From an optimization exercise on the open Yosys and OpenROAD flow, aimed at small area and few clock cycles per item; shortcuts taken in it are not production practice. The RTL was checked by simulation tests, not by an equivalence proof against the original design. The clock port is modelled as an ideal driver; clocking choices that lean on that would not hold on a real chip.

==> module accum_table_drain, before the edit <==
module accum_table_drain
#(
  parameter int unsigned MAX_OUT_ROWS = accum_pkg::ACC_MAX_OUT_ROWS,
  parameter int unsigned MAX_OUT_COLS = accum_pkg::ACC_MAX_OUT_COLS,
  parameter int unsigned SYS_ARR_COLS = accum_pkg::ACC_SYS_ARR_COLS,
  parameter int unsigned DATA_WIDTH   = accum_pkg::ACC_DATA_WIDTH,
  localparam int unsigned NUM_SUBMATS_N  = MAX_OUT_COLS / SYS_ARR_COLS,
  localparam int unsigned NUM_ACCUM_ROWS = MAX_OUT_ROWS * NUM_SUBMATS_N,
  localparam int unsigned ADDR_WIDTH     = $clog2(NUM_ACCUM_ROWS),
  localparam int unsigned ROWS_W         = $clog2(MAX_OUT_ROWS) + 1,
  localparam int unsigned BLKS_W         = $clog2(NUM_SUBMATS_N) + 1,
  localparam int unsigned ROW_W          = accum_pkg::idx_w(MAX_OUT_ROWS),
  localparam int unsigned BLK_W          = accum_pkg::idx_w(NUM_SUBMATS_N),
  localparam int unsigned ROW_BITS       = DATA_WIDTH * SYS_ARR_COLS
) (
  input  logic                  clk,
  input  logic                  reset,
  input  logic                  start,
  input  logic [ROWS_W-1:0]     num_rows,
  input  logic [BLKS_W-1:0]     num_col_blks,
  output logic                  busy,
  output logic                  done,
  output logic                  rd_en,
  output logic [ADDR_WIDTH-1:0] rd_addr,
  input  logic [ROW_BITS-1:0]   rd_data,
  output logic                  out_valid,
  input  logic                  out_ready,
  output logic [ROW_BITS-1:0]   out_data,
  output logic [ROW_W-1:0]      out_row,
  output logic [BLK_W-1:0]      out_col_blk,
  output logic                  out_last
);
  logic              r_busy, r_done, r_hold;
  logic [ROW_W-1:0]  r_rows, r_row;
  logic [BLK_W-1:0]  r_blks, r_blk;
  logic [ROWS_W-1:0] w_rows_clamp;
  logic [BLKS_W-1:0] w_blks_clamp;
  logic              w_nonzero, w_row_end, w_last, w_pop;
  logic [ROW_W-1:0]  w_row_nx, w_row_inc;
  logic [BLK_W-1:0]  w_blk_nx, w_blk_inc;
  assign w_rows_clamp = (num_rows > ROWS_W'(MAX_OUT_ROWS)) ? ROWS_W'(MAX_OUT_ROWS) : num_rows;
  assign w_blks_clamp = (num_col_blks > BLKS_W'(NUM_SUBMATS_N)) ? BLKS_W'(NUM_SUBMATS_N) : num_col_blks;
  assign w_nonzero    = (w_rows_clamp != '0) && (w_blks_clamp != '0);
  assign w_row_inc = r_row + ROW_W'(1);
  assign w_blk_inc = r_blk + BLK_W'(1);
  assign w_row_end = (w_row_inc == r_rows);
  assign w_last    = w_row_end & (w_blk_inc == r_blks);
  assign w_pop     = r_busy & out_ready;
  always_comb begin
    w_row_nx = r_row;
    w_blk_nx = r_blk;
    if (!r_busy) begin
      w_row_nx = '0;
      w_blk_nx = '0;
    end else if (out_ready) begin
      if (w_row_end) begin
        w_row_nx = '0;
        w_blk_nx = w_blk_inc;
      end else begin
        w_row_nx = w_row_inc;
      end
    end
  end
  assign rd_en   = reset & (r_busy ? (out_ready & ~w_last) : (start & w_nonzero));
  assign rd_addr = ADDR_WIDTH'(accum_pkg::accum_addr(32'(w_blk_nx), 32'(w_row_nx), MAX_OUT_ROWS));
  assign busy    = r_busy;
  assign done    = r_done;
  always_ff @(posedge clk) begin
    r_row  <= w_row_nx;
    r_blk  <= w_blk_nx;
    r_hold <= r_busy & ~out_ready;
    if (!r_busy) begin
      r_rows <= ROW_W'(w_rows_clamp);
      r_blks <= BLK_W'(w_blks_clamp);
    end
    if (!reset) begin
      r_busy <= 1'b0;
      r_done <= 1'b0;
    end else if (r_busy) begin
      if (out_ready & w_last) begin
        r_busy <= 1'b0;
        r_done <= 1'b1;
      end
    end else begin
      r_done <= start & ~w_nonzero;
      r_busy <= start & w_nonzero;
    end
  end
  accum_drain_skid #(.W(ROW_BITS)) u_hold (
    .clk    (clk),
    .i_hold (r_hold),
    .i_data (rd_data),
    .o_data (out_data)
  );
  assign out_valid   = r_busy;
  assign out_row     = r_row;
  assign out_col_blk = r_blk;
  assign out_last    = w_last;
endmodule
export LEC_CHECK = 0
export CAP_MARGIN = 20
export CORE_AREA = 2 2 458 78
export DIE_AREA = 0 0 460 80
export SLEW_MARGIN = 20
create_clock -name core_clock -period 5.0 [get_ports {clk}]
standard.sh (not shown) runs the stock make flow with config.mk's settings and CLKGATE_MAP_FILE= SYNTH_SCRIPT=/design/flow/synth_recipe.tcl, a recipe that flattens the netlist after the stock synthesis.
==> flow/flow/run.sh <==
#!/bin/bash
# The standard layout, with the smallest buffer on every input and output port and a
# clock tree of fewer, larger sink clusters without dummy loads.
set -euo pipefail
export BUFFER_PORTS_ARGS="-buffer_cell sky130_fd_sc_hd__buf_1"
export CTS_ARGS="-sink_clustering_enable -repair_clock_nets -dont_use_dummy_load -buf_list {sky130_fd_sc_hd__clkbuf_16} -sink_clustering_size 30 -sink_clustering_max_diameter 60"
bash standard.sh > standard_make.log 2>&1
Testbench counts at the start, summed over its fixed seeds: cycles 87,815, beats 76,753.
==> next run, changes <==
--- a/flow/design.v
+++ b/flow/design.v
@@ -61,18 +61,16 @@
 );
   logic              r_busy, r_done, r_hold;
-  logic [ROW_W-1:0]  r_rows, r_row;
-  logic [BLK_W-1:0]  r_blks, r_blk;
+  logic [ROW_W-1:0]  r_rows_m1, r_row;
+  logic [BLK_W-1:0]  r_blks_m1, r_blk;
   logic [ROWS_W-1:0] w_rows_clamp;
   logic [BLKS_W-1:0] w_blks_clamp;
   logic              w_nonzero, w_row_end, w_last, w_pop;
-  logic [ROW_W-1:0]  w_row_nx, w_row_inc;
-  logic [BLK_W-1:0]  w_blk_nx, w_blk_inc;
+  logic [ROW_W-1:0]  w_row_nx;
+  logic [BLK_W-1:0]  w_blk_nx;
   assign w_rows_clamp = (num_rows > ROWS_W'(MAX_OUT_ROWS)) ? ROWS_W'(MAX_OUT_ROWS) : num_rows;
   assign w_blks_clamp = (num_col_blks > BLKS_W'(NUM_SUBMATS_N)) ? BLKS_W'(NUM_SUBMATS_N) : num_col_blks;
   assign w_nonzero    = (w_rows_clamp != '0) && (w_blks_clamp != '0);
-  assign w_row_inc = r_row + ROW_W'(1);
-  assign w_blk_inc = r_blk + BLK_W'(1);
-  assign w_row_end = (w_row_inc == r_rows);
-  assign w_last    = w_row_end & (w_blk_inc == r_blks);
+  assign w_row_end = (r_row == r_rows_m1);
+  assign w_last    = w_row_end & (r_blk == r_blks_m1);
   assign w_pop     = r_busy & out_ready;
   always_comb begin
@@ -85,7 +83,7 @@
       if (w_row_end) begin
         w_row_nx = '0;
-        w_blk_nx = w_blk_inc;
+        w_blk_nx = r_blk + BLK_W'(1);
       end else begin
-        w_row_nx = w_row_inc;
+        w_row_nx = r_row + ROW_W'(1);
       end
     end
@@ -100,6 +98,6 @@
     r_hold <= r_busy & ~out_ready;
     if (!r_busy) begin
-      r_rows <= ROW_W'(w_rows_clamp);
-      r_blks <= BLK_W'(w_blks_clamp);
+      r_rows_m1 <= ROW_W'(w_rows_clamp - ROWS_W'(1));
+      r_blks_m1 <= BLK_W'(w_blks_clamp - BLKS_W'(1));
     end
     if (!reset) begin
The new run ran to the end with no violations.
Via count came out lower by 1.1%.
Register-to-register slack is better by 0.25 ns.
Clock skew came out lower by 0.029 ns.
Worst setup slack is better by 0.30 ns.
Non-clock buffer count came out higher by 3.
Utilization hardly moves.
Synthesized area came out higher by 0.33%.
Testbench counts after the change, summed over its fixed seeds: cycles 87,815, beats 76,753.

## static timing again, ports no longer ideal
Ports are ideal in the flow. The routed layouts listed here were re-timed in OpenROAD.
Step 1, drivers: a clkbuf_16 drives clk and a buf_2 each remaining input, both assumed.
Step 2 moves the port delays by t, midway between the first and last clock arrival at a register: inputs arrive t later, outputs are due t later. That takes back most of the time a late clock gives input paths.
Slacks: no drivers / after step 1 / after step 2; pairs: no drivers / after step 1.
run | t (ns) | setup slack, ns | cell pins on the clock port's net
the first run | 0.623 | 1.092 / 1.025 / 1.389 | 1
the second run | 0.616 | 1.393 / 1.333 / 1.467 | 1
After both steps every run listed still meets setup and hold.
